Background: an optimization exercise with open tools, aiming at small area, a short achievable clock period and few clock cycles. Do not read the settings as production practice.
Function was checked by simulation only, so behaviour that the tests miss may differ from the original.

--- design.v ---
`timescale 1ns / 1ps
`default_nettype none
package uavol_pkg;
  localparam int VOLUME_STEPS = 101;
  localparam int GAIN_IDX_W   = $clog2(VOLUME_STEPS);
  localparam int GAIN_W       = 30;
  localparam int GAIN_SHIFT   = 29;
  localparam logic [1:0] CFG_RESOLUTION   = 2'd0;
  localparam logic [1:0] CFG_LEFT_VOLUME  = 2'd1;
  localparam logic [1:0] CFG_RIGHT_VOLUME = 2'd2;
  localparam logic [1:0] RES_16   = 2'd0;
  localparam logic [1:0] RES_24   = 2'd1;
  localparam logic [1:0] RES_32   = 2'd2;
  localparam logic [1:0] RES_NONE = 2'd3;
  typedef logic [GAIN_W-1:0] gain_t;
  typedef struct packed {
    logic signed [31:0] left_raw;
    logic signed [31:0] right_raw;
    gain_t              left_gain;
    gain_t              right_gain;
    logic               last;
  } frame_t;
  function automatic gain_t gain_table(input logic [GAIN_IDX_W-1:0] idx);
    gain_t g;
    case (idx)
      7'd0: g = 30'h20000000;
      7'd1: g = 30'h1c8520af;
      7'd2: g = 30'h196b230b;
      7'd3: g = 30'h16a77dea;
      7'd4: g = 30'h1430cd74;
      7'd5: g = 30'h11feb33c;
      7'd6: g = 30'h1009b9cf;
      7'd7: g = 30'h0e4b3b63;
      7'd8: g = 30'h0cbd4b3f;
      7'd9: g = 30'h0b5aa19b;
      7'd10: g = 30'h0a1e89b1;
      7'd11: g = 30'h0904d1bd;
      7'd12: g = 30'h0809bcc3;
      7'd13: g = 30'h0729f5d9;
      7'd14: g = 30'h066284d5;
      7'd15: g = 30'h05b0c438;
      7'd16: g = 30'h05125831;
      7'd17: g = 30'h04852697;
      7'd18: g = 30'h04074fcb;
      7'd19: g = 30'h03972853;
      7'd20: g = 30'h03333333;
      7'd21: g = 30'h02da1cde;
      7'd22: g = 30'h028ab6b4;
      7'd23: g = 30'h0243f2fd;
      7'd24: g = 30'h0204e158;
      7'd25: g = 30'h01ccab86;
      7'd26: g = 30'h019a9294;
      7'd27: g = 30'h016dec56;
      7'd28: g = 30'h0146211f;
      7'd29: g = 30'h0122a9c2;
      7'd30: g = 30'h01030dc4;
      7'd31: g = 30'h00e6e1c6;
      7'd32: g = 30'h00cdc613;
      7'd33: g = 30'h00b76562;
      7'd34: g = 30'h00a373ae;
      7'd35: g = 30'h0091ad38;
      7'd36: g = 30'h0081d59e;
      7'd37: g = 30'h0073b70f;
      7'd38: g = 30'h00672194;
      7'd39: g = 30'h005bea6e;
      7'd40: g = 30'h0051eb85;
      7'd41: g = 30'h004902e3;
      7'd42: g = 30'h00411245;
      7'd43: g = 30'h0039feb2;
      7'd44: g = 30'h0033b022;
      7'd45: g = 30'h002e1127;
      7'd46: g = 30'h00290ea8;
      7'd47: g = 30'h002497a2;
      7'd48: g = 30'h00209ce9;
      7'd49: g = 30'h001d10f9;
      7'd50: g = 30'h0019e7c6;
      7'd51: g = 30'h00171693;
      7'd52: g = 30'h001493ce;
      7'd53: g = 30'h001256f0;
      7'd54: g = 30'h0010585e;
      7'd55: g = 30'h000e9152;
      7'd56: g = 30'h000cfbc3;
      7'd57: g = 30'h000b924e;
      7'd58: g = 30'h000a5028;
      7'd59: g = 30'h0009310b;
      7'd60: g = 30'h00083126;
      7'd61: g = 30'h00074d16;
      7'd62: g = 30'h000681d3;
      7'd63: g = 30'h0005ccab;
      7'd64: g = 30'h00052b36;
      7'd65: g = 30'h00049b50;
      7'd66: g = 30'h00041b10;
      7'd67: g = 30'h0003a8c3;
      7'd68: g = 30'h000342e4;
      7'd69: g = 30'h0002e818;
      7'd70: g = 30'h0002972d;
      7'd71: g = 30'h00024f0e;
      7'd72: g = 30'h00020ec7;
      7'd73: g = 30'h0001d57e;
      7'd74: g = 30'h0001a26f;
      7'd75: g = 30'h000174ee;
      7'd76: g = 30'h00014c60;
      7'd77: g = 30'h0001283b;
      7'd78: g = 30'h00010804;
      7'd79: g = 30'h0000eb4d;
      7'd80: g = 30'h0000d1b7;
      7'd81: g = 30'h0000bae8;
      7'd82: g = 30'h0000a695;
      7'd83: g = 30'h00009477;
      7'd84: g = 30'h00008452;
      7'd85: g = 30'h000075ee;
      7'd86: g = 30'h0000691b;
      7'd87: g = 30'h00005dad;
      7'd88: g = 30'h0000537d;
      7'd89: g = 30'h00004a68;
      7'd90: g = 30'h00004251;
      7'd91: g = 30'h00003b1b;
      7'd92: g = 30'h000034ad;
      7'd93: g = 30'h00002ef3;
      7'd94: g = 30'h000029d7;
      7'd95: g = 30'h0000254b;
      7'd96: g = 30'h0000213c;
      7'd97: g = 30'h00001d9f;
      7'd98: g = 30'h00001a66;
      7'd99: g = 30'h00001787;
      7'd100: g = 30'h000014f8;
      default: g = 30'h000014f8;
    endcase
    gain_table = g;
  endfunction
  function automatic gain_t gain_of(input logic signed [15:0] vol);
    logic signed [16:0]    neg;
    logic [7:0]            cand;
    logic [GAIN_IDX_W-1:0] idx;
    neg  = -{vol[15], vol};
    cand = neg[15:8];
    if (neg[16]) begin
      idx = '0;
    end else if ({1'b0, cand} > 9'(VOLUME_STEPS - 1)) begin
      idx = GAIN_IDX_W'(VOLUME_STEPS - 1);
    end else begin
      idx = cand[GAIN_IDX_W-1:0];
    end
    gain_of = gain_table(idx);
  endfunction
endpackage
`default_nettype wire
`timescale 1ns / 1ps
`default_nettype none
module uavol_unpack (
  input  wire logic                 clk,
  input  wire logic                 rst_n,
  input  wire logic                 in_valid,
  output logic                      in_stall,
  input  wire logic [7:0]           in_data_byte,
  input  wire logic                 in_last_byte,
  input  wire logic [1:0]           resolution,
  input  wire logic signed [15:0]   left_volume,
  input  wire logic signed [15:0]   right_volume,
  output logic                      frm_valid,
  input  wire logic                 frm_ready,
  output uavol_pkg::frame_t         frm
);
  logic [2:0]         byte_pos_r, byte_pos_nxt;
  logic [23:0]        partial_r, partial_nxt;
  logic signed [31:0] held_left_r, held_left_nxt;
  logic               frm_valid_r, frm_valid_nxt;
  uavol_pkg::frame_t             frm_r;
  uavol_pkg::frame_t             frm_nxt;
  logic               accept;
  logic               unsupported;
  logic [2:0]         bps;
  logic [3:0]         frame_len;
  logic [2:0]         pos;
  logic               second;
  logic [2:0]         k_full;
  logic [1:0]         k;
  logic               sample_done;
  logic               emit;
  logic [31:0]        w_join;
  logic [31:0]        w_aligned;
  assign in_stall  = frm_valid_r && !frm_ready;
  assign accept    = in_valid && !in_stall;
  assign frm_valid = frm_valid_r;
  assign frm       = frm_r;
  always_comb begin
    unsupported = (resolution == uavol_pkg::RES_NONE);
    bps         = {1'b0, resolution} + 3'd2;
    frame_len   = {bps, 1'b0};
    pos         = ({1'b0, byte_pos_r} >= frame_len) ? 3'd0 : byte_pos_r;
    second      = (pos >= bps);
    k_full      = second ? (pos - bps) : pos;
    k           = k_full[1:0];
    sample_done = !(({1'b0, k} + 3'd1) < bps);
    w_join      = {8'd0, partial_r} | ({24'd0, in_data_byte} << {k, 3'd0});
    case (resolution)
      uavol_pkg::RES_16:  w_aligned = w_join << 16;
      uavol_pkg::RES_24:  w_aligned = w_join << 8;
      default: w_aligned = w_join;
    endcase
    emit = accept && !unsupported && sample_done && second;
  end
  always_comb begin
    byte_pos_nxt  = byte_pos_r;
    partial_nxt   = partial_r;
    held_left_nxt = held_left_r;
    if (accept) begin
      if (unsupported) begin
        byte_pos_nxt = 3'd0;
        partial_nxt  = '0;
      end else if (!sample_done) begin
        if (k == 2'd0) begin
          partial_nxt = {16'd0, in_data_byte};
        end else begin
          partial_nxt = partial_r | ({16'd0, in_data_byte} << {k, 3'd0});
        end
        byte_pos_nxt = pos + 3'd1;
      end else begin
        partial_nxt = '0;
        if (!second) begin
          held_left_nxt = w_aligned;
          byte_pos_nxt  = pos + 3'd1;
        end else begin
          byte_pos_nxt = 3'd0;
        end
      end
      if (in_last_byte) begin
        byte_pos_nxt = 3'd0;
        partial_nxt  = '0;
      end
    end
  end
  always_comb begin
    frm_nxt       = frm_r;
    frm_valid_nxt = frm_valid_r;
    if (emit) begin
      frm_valid_nxt      = 1'b1;
      frm_nxt.left_raw   = held_left_r;
      frm_nxt.right_raw  = w_aligned;
      frm_nxt.left_gain  = uavol_pkg::gain_of(left_volume);
      frm_nxt.right_gain = uavol_pkg::gain_of(right_volume);
      frm_nxt.last       = in_last_byte;
    end else if (frm_ready) begin
      frm_valid_nxt = 1'b0;
    end
  end
  always_ff @(posedge clk) begin
    if (!rst_n) begin
      byte_pos_r  <= '0;
      partial_r   <= '0;
      held_left_r <= '0;
      frm_valid_r <= 1'b0;
    end else begin
      byte_pos_r  <= byte_pos_nxt;
      partial_r   <= partial_nxt;
      held_left_r <= held_left_nxt;
      frm_valid_r <= frm_valid_nxt;
    end
  end
  always_ff @(posedge clk) begin
    frm_r <= frm_nxt;
  end
endmodule
`default_nettype wire
`timescale 1ns / 1ps
`default_nettype none
module uavol_scale (
  input  wire logic               clk,
  input  wire logic               rst_n,
  input  wire logic               frm_valid,
  output logic                    frm_ready,
  input  wire uavol_pkg::frame_t  frm,
  output logic                    out_valid,
  input  wire logic               out_stall,
  output logic signed [31:0]      out_left_sample,
  output logic signed [31:0]      out_right_sample,
  output logic                    out_last_frame
);
  logic               out_valid_r, out_valid_nxt;
  logic signed [31:0] left_r, right_r;
  logic               last_r;
  logic signed [62:0] prod_l;
  logic signed [62:0] prod_r;
  logic               load;
  assign frm_ready = !out_valid_r || !out_stall;
  assign load      = frm_valid && frm_ready;
  assign prod_l = 63'(frm.left_raw) * 63'($signed({1'b0, frm.left_gain}));
  assign prod_r = 63'(frm.right_raw) * 63'($signed({1'b0, frm.right_gain}));
  always_comb begin
    out_valid_nxt = out_valid_r;
    if (load) begin
      out_valid_nxt = 1'b1;
    end else if (!out_stall) begin
      out_valid_nxt = 1'b0;
    end
  end
  always_ff @(posedge clk) begin
    if (!rst_n) begin
      out_valid_r <= 1'b0;
    end else begin
      out_valid_r <= out_valid_nxt;
    end
  end
  always_ff @(posedge clk) begin
    if (load) begin
      left_r  <= prod_l[uavol_pkg::GAIN_SHIFT+31:uavol_pkg::GAIN_SHIFT];
      right_r <= prod_r[uavol_pkg::GAIN_SHIFT+31:uavol_pkg::GAIN_SHIFT];
      last_r  <= frm.last;
    end
  end
  assign out_valid        = out_valid_r;
  assign out_left_sample  = left_r;
  assign out_right_sample = right_r;
  assign out_last_frame   = last_r;
endmodule
`default_nettype wire
`timescale 1ns / 1ps
`default_nettype none
module usb_audio_unpack_volume (
  input  wire logic               clk,
  input  wire logic               rst_n,
  input  wire logic               in_valid,
  output logic                    in_stall,
  input  wire logic [7:0]         in_data_byte,
  input  wire logic               in_last_byte,
  output logic                    out_valid,
  input  wire logic               out_stall,
  output logic signed [31:0]      out_left_sample,
  output logic signed [31:0]      out_right_sample,
  output logic                    out_last_frame,
  input  wire logic               cfg_wr_en,
  input  wire logic [1:0]         cfg_index,
  input  wire logic [15:0]        cfg_data
);
  logic [1:0]         resolution_r;
  logic signed [15:0] left_volume_r;
  logic signed [15:0] right_volume_r;
  logic               frm_valid;
  logic               frm_ready;
  uavol_pkg::frame_t             frm;
  always_ff @(posedge clk) begin
    if (!rst_n) begin
      resolution_r   <= uavol_pkg::RES_16;
      left_volume_r  <= '0;
      right_volume_r <= '0;
    end else if (cfg_wr_en) begin
      unique case (cfg_index)
        uavol_pkg::CFG_RESOLUTION:   resolution_r   <= cfg_data[1:0];
        uavol_pkg::CFG_LEFT_VOLUME:  left_volume_r  <= cfg_data;
        uavol_pkg::CFG_RIGHT_VOLUME: right_volume_r <= cfg_data;
        default: begin
        end
      endcase
    end
  end
  uavol_unpack u_unpack (
    .clk          (clk),
    .rst_n        (rst_n),
    .in_valid     (in_valid),
    .in_stall     (in_stall),
    .in_data_byte (in_data_byte),
    .in_last_byte (in_last_byte),
    .resolution   (resolution_r),
    .left_volume  (left_volume_r),
    .right_volume (right_volume_r),
    .frm_valid    (frm_valid),
    .frm_ready    (frm_ready),
    .frm          (frm)
  );
  uavol_scale u_scale (
    .clk              (clk),
    .rst_n            (rst_n),
    .frm_valid        (frm_valid),
    .frm_ready        (frm_ready),
    .frm              (frm),
    .out_valid        (out_valid),
    .out_stall        (out_stall),
    .out_left_sample  (out_left_sample),
    .out_right_sample (out_right_sample),
    .out_last_frame   (out_last_frame)
  );
endmodule
`default_nettype wire
--- run.sh ---
#!/bin/bash
# synth_recipe.tcl (not shown) runs the flow's synth.tcl, then flattens the netlist and writes it again
# the make line also repeats each setting of config.mk as NAME=value (left out here)
make -C /OpenROAD-flow-scripts/flow DESIGN_CONFIG=/design/flow/config.mk WORK_HOME=/design/flow/orfs CLKGATE_MAP_FILE= SYNTH_SCRIPT=/design/flow/synth_recipe.tcl finish
--- config.mk ---
export PLATFORM = sky130hd
export DESIGN_NAME = usb_audio_unpack_volume
export DESIGN_NICKNAME = usb_audio_unpack_volume
export VERILOG_FILES = /design/flow/design.v
export SDC_FILE = /design/flow/constraint.sdc
export NUM_CORES = 4
export LEC_CHECK = 0
export CAP_MARGIN = 20
export CORE_MARGIN = 2
export CORE_UTILIZATION = 40
export SLEW_MARGIN = 20
--- constraint.sdc ---
create_clock -name core_clock -period 10.0 [get_ports {clk}]
set_input_delay 2.0000 -clock core_clock [delete_from_list [all_inputs] [get_ports {clk}]]
set_output_delay 2.0000 -clock core_clock [all_outputs]
set_load 0.01 [all_outputs]
==> flow_metrics.tcl <==
set metrics [dict create \
    grt_max_degree 96 \
    reg2reg_to "u_scale.left_r[25]$_DFFE_PP_" \
    status "timing/DRC/antenna clean" \
    reg2reg_from "u_unpack.frm_r[107]$_DFFE_PP_" \
    async_flop_share 0 \
    core_area_um2 205000 \
    hold_end "u_unpack.frm_r[107]$_DFFE_PP_" \
    num_vias 61100 \
    drc 0 \
    setup_viol 0 \
    crit_path_start_kind "flop" \
    die_x_um 459 \
    start_util 0.403 \
    yosys.cell_types.count 92 \
    cts_resized 0 \
    max_freq_ghz 0.112 \
    cts-root-buf "clkbuf_16" \
    slew_headroom 0.179 \
    syn_to_final_growth_pct 6.27 \
    place_hpwl_mm 203 \
    antenna_left 0 \
    worst-setup-path-type "flop to flop" \
    rows 166 \
    die_h_um 459 \
    slew_viol_final 0 \
    drtIter0Drc 5088 \
    ios 99 \
    synthCells 8784 \
    clk_latency_ns 0.70 \
    avgSynthCellArea_um2 9.42 \
    port_buffers 98 \
    gp_congestion 0.925 \
    reg2reg_depth 24 \
    grt_remaining_overflow 0 \
    cts_tree "built" \
    worst_pin_slew_ns 1.22 \
    cts_buffer_depth 3 \
    viasPerCell 5.41 \
    cts_setup_buffers 0 \
    arrival_ns 9.34 \
    timing.reg2reg.setup_slack_ns 1.09 \
    wl_per_cell_um 22.8 \
    antenna_found_initial 12 \
    htreeDepth 2 \
    whs_path_depth 0 \
    grt_usage 0.253 \
    synth_nets 11200 \
    wirelength_mm 258 \
    ys.flop_type "edfxtp_1" \
    die-area_um2 210000 \
    yosysWarnings 3 \
    hold_violations 0 \
    post-route-period-util 0.891 \
    crit_required_ns 10.42 \
    hp-start "u_unpack.held_left_r[14]$_SDFFE_PN0P_" \
    syn_area_um2 82700 \
    fin_crit_ns 8.91 \
    rsz0062_at_grt "false" \
    final_util 0.429 \
    grt_pass1_vias 67800 \
    cp-end-kind "flop" \
    firstDrtPassIters 6 \
    finalSetupTns_ns 0 \
    clk_pin_slew_worst_paths_ns 0.09 \
    synth-edff-count 190 \
    final_layout_size_suffix_gt1_frac 0.0362 \
    grt_pass1_wl_mm 410 \
    path_max_fanout 22 \
    cts_sinks 285 \
    num-fill-cells 19900 \
    finClkSkew_ns 0.0814 \
    cts_buffers 42 \
    drv_cap 0 \
    finalNetCount 11000 \
    ys_seq_area_frac 0.0920 \
    hold_path.class "flop to flop" \
    ys_ff_latch 285 \
    cts.hold.buffers_added 0 \
]
registers in the layout, indices dropped and copies added, names as in the netlist:
signal and count:
left_volume_r 16, resolution_r 2, right_volume_r 16, u_scale.last_r 1, u_scale.left_r 32, u_scale.out_valid_r 1
u_scale.right_r 32, u_unpack.byte_pos_r 3, u_unpack.frm_r 125, u_unpack.frm_valid_r 1, u_unpack.held_left_r 32, u_unpack.partial_r 24
metal layers:
metal	routed length [µm]	global-route usage
met4	8780	0.0778
met1	109000	0.347
met2	121000	0.411
met3	19000	0.0414
met5	0	0
how the worst max path moves through the flow:
stage	from	end	slack (ns)	cells after the start
finish	u_unpack.frm_r[107]$_DFFE_PP_	u_scale.left_r[25]$_DFFE_PP_	1.09	24
global route	u_unpack.frm_r[107]$_DFFE_PP_	u_scale.left_r[25]$_DFFE_PP_	0.81	24
CTS	u_unpack.frm_r[107]$_DFFE_PP_	u_scale.left_r[25]$_DFFE_PP_	1.04	24
detailed placement	u_unpack.frm_r[107]$_DFFE_PP_	u_scale.left_r[25]$_DFFE_PP_	1.09	24
global placement	u_unpack.frm_r[92]$_DFFE_PP_	u_scale.right_r[27]$_DFFE_PP_	1.20	21
floorplan	u_unpack.frm_r[124]$_DFFE_PP_	u_scale.left_r[25]$_DFFE_PP_	2.22	23
per-stage QoR:
stage          hold slack [ns]  cells  worst slack [ns]  area (µm²)
2_1_floorplan            0.400   8784              2.22       82700
3_3_place_gp             0.405  11200              1.20       86400
3_5_place_dp             0.409  11200              1.09       86400
4_1_cts                  0.415  11300              1.04       87800
5_1_grt                  0.422  11300             0.805       87900
6_report                 0.405  11300              1.09       87900
area by class of cell:
type / count / area [µm²] / area share
Timing Repair Buffer: 296 / 2540 / 0.0290
Inverter: 1619 / 6080 / 0.0691
Antenna cell: 3 / 7.51 / 0.0000854
Clock inverter: 24 / 270 / 0.00307
Tap cell: 2688 / 3360 / 0.0383
Clock buffer: 52 / 1140 / 0.0130
Multi-Input combinational cell: 6326 / 66900 / 0.761
Sequential cell: 285 / 7610 / 0.0865
synth_stat cells, drive strengths merged (17+ instances only):
cell type | instances | area, µm²
a211oi | 31 | 233
a21boi | 50 | 375
a21o | 68 | 510
a21oi | 274 | 1380
a221oi | 20 | 175
a22oi | 17 | 133
a311oi | 21 | 184
a31oi | 42 | 263
and2 | 1201 | 7510
and3 | 23 | 149
buf | 56 | 302
clkbuf | 498 | 1870
dfxtp | 95 | 1900
edfxtp | 190 | 5710
fa | 1990 | 39800
ha | 407 | 5090
inv | 1619 | 6080
mux2i | 22 | 220
nand2 | 1078 | 4050
nand2b | 31 | 194
nand3 | 51 | 260
nand4 | 24 | 150
nor2 | 225 | 855
nor2b | 28 | 175
nor3 | 62 | 315
nor3b | 36 | 275
o211ai | 42 | 320
o21a | 20 | 150
o21ai | 213 | 1090
o22ai | 31 | 194
xnor2 | 74 | 656
xor2 | 44 | 385
placed cells by master, fill, tap and decap left out, drive strengths merged, types with 11 or more instances in the layout:
| cell type | n |
|---|---|
| or4 | 11 |
| a211oi | 31 |
| o21a | 20 |
| o311ai | 15 |
| nand3 | 51 |
| ha | 407 |
| nand2b | 31 |
| nor3b | 36 |
| nand4 | 24 |
| mux2i | 22 |
| a22oi | 17 |
| o221ai | 15 |
| o21bai | 13 |
| o211ai | 42 |
| nor3 | 62 |
| dfxtp | 95 |
| a31oi | 42 |
| a21o | 68 |
| o22ai | 31 |
| a311oi | 21 |
| nor2b | 28 |
| and3 | 23 |
| edfxtp | 190 |
| nand2 | 1078 |
| nor2 | 225 |
| o21ai | 213 |
| nor4 | 14 |
| clkdlybuf4s50 | 97 |
| xor2 | 44 |
| a21oi | 274 |
| inv | 1631 |
| fa | 1990 |
| a21boi | 50 |
| xnor2 | 74 |
| a221oi | 20 |
| buf | 199 |
| clkbuf | 52 |
| and2 | 1201 |
kinds of logic (layout without fill, tap and decap cells):
kind of cell / after synthesis / after routing / synth area share
buf+inv: 2173 / 1991 / 0.0998
other cells: 0 / 3 / 0
fa+ha+maj: 2397 / 2397 / 0.543
compound gates: 968 / 968 / 0.0755
mux: 25 / 25 / 0.00307
simple gates: 2818 / 2818 / 0.174
xor+xnor: 118 / 118 / 0.0126
flops: 285 / 285 / 0.0920
worst max-delay path: stages (launching register included):
cell and delay (ns):
edfxtp_1 1.08, buf_4 0.33, and2_1 0.16, fa_1 0.44
fa_1 0.59, inv_1 0.07, fa_1 0.57, fa_1 0.46
fa_1 0.55, inv_1 0.05, fa_1 0.46, fa_1 0.51
fa_1 0.42, ha_1 0.35, and3_1 0.20, and3_1 0.17
a221oi_1 0.27, o21ai_0 0.22, a211oi_1 0.58, nor2_1 0.12
buf_4 0.20, a21bo_2 0.27, a41o_1 0.29, a21oi_1 0.18
xnor2_1 0.08
Testbench counts, summed over its fixed seeds: cycles 19,000.

==> afterwards: timing with drivers on the ports <==
In the flow no input, the clock included, has a driving cell. The finished layout below was timed again as built, in two steps.
Step 1, drivers: a clkbuf_16 drives clk and a buf_2 each remaining input, both assumed.
Step 2 also shifts input and output timing later by t, the mid clock arrival at the registers, as if the neighbouring blocks saw the same clock.
Slacks: ideal ports / drivers / drivers and shift; pairs: ideal ports / drivers.
shift t [ns]: 0.742
setup WS [ns]: 1.087 / 1.087 / 1.087
worst slew at a driven data input, ns: 0.16
After both steps this run still meets setup and hold. For this run, drivers alone change the setup slack by 0.000 ns; drivers and shift together by 0.000 ns.
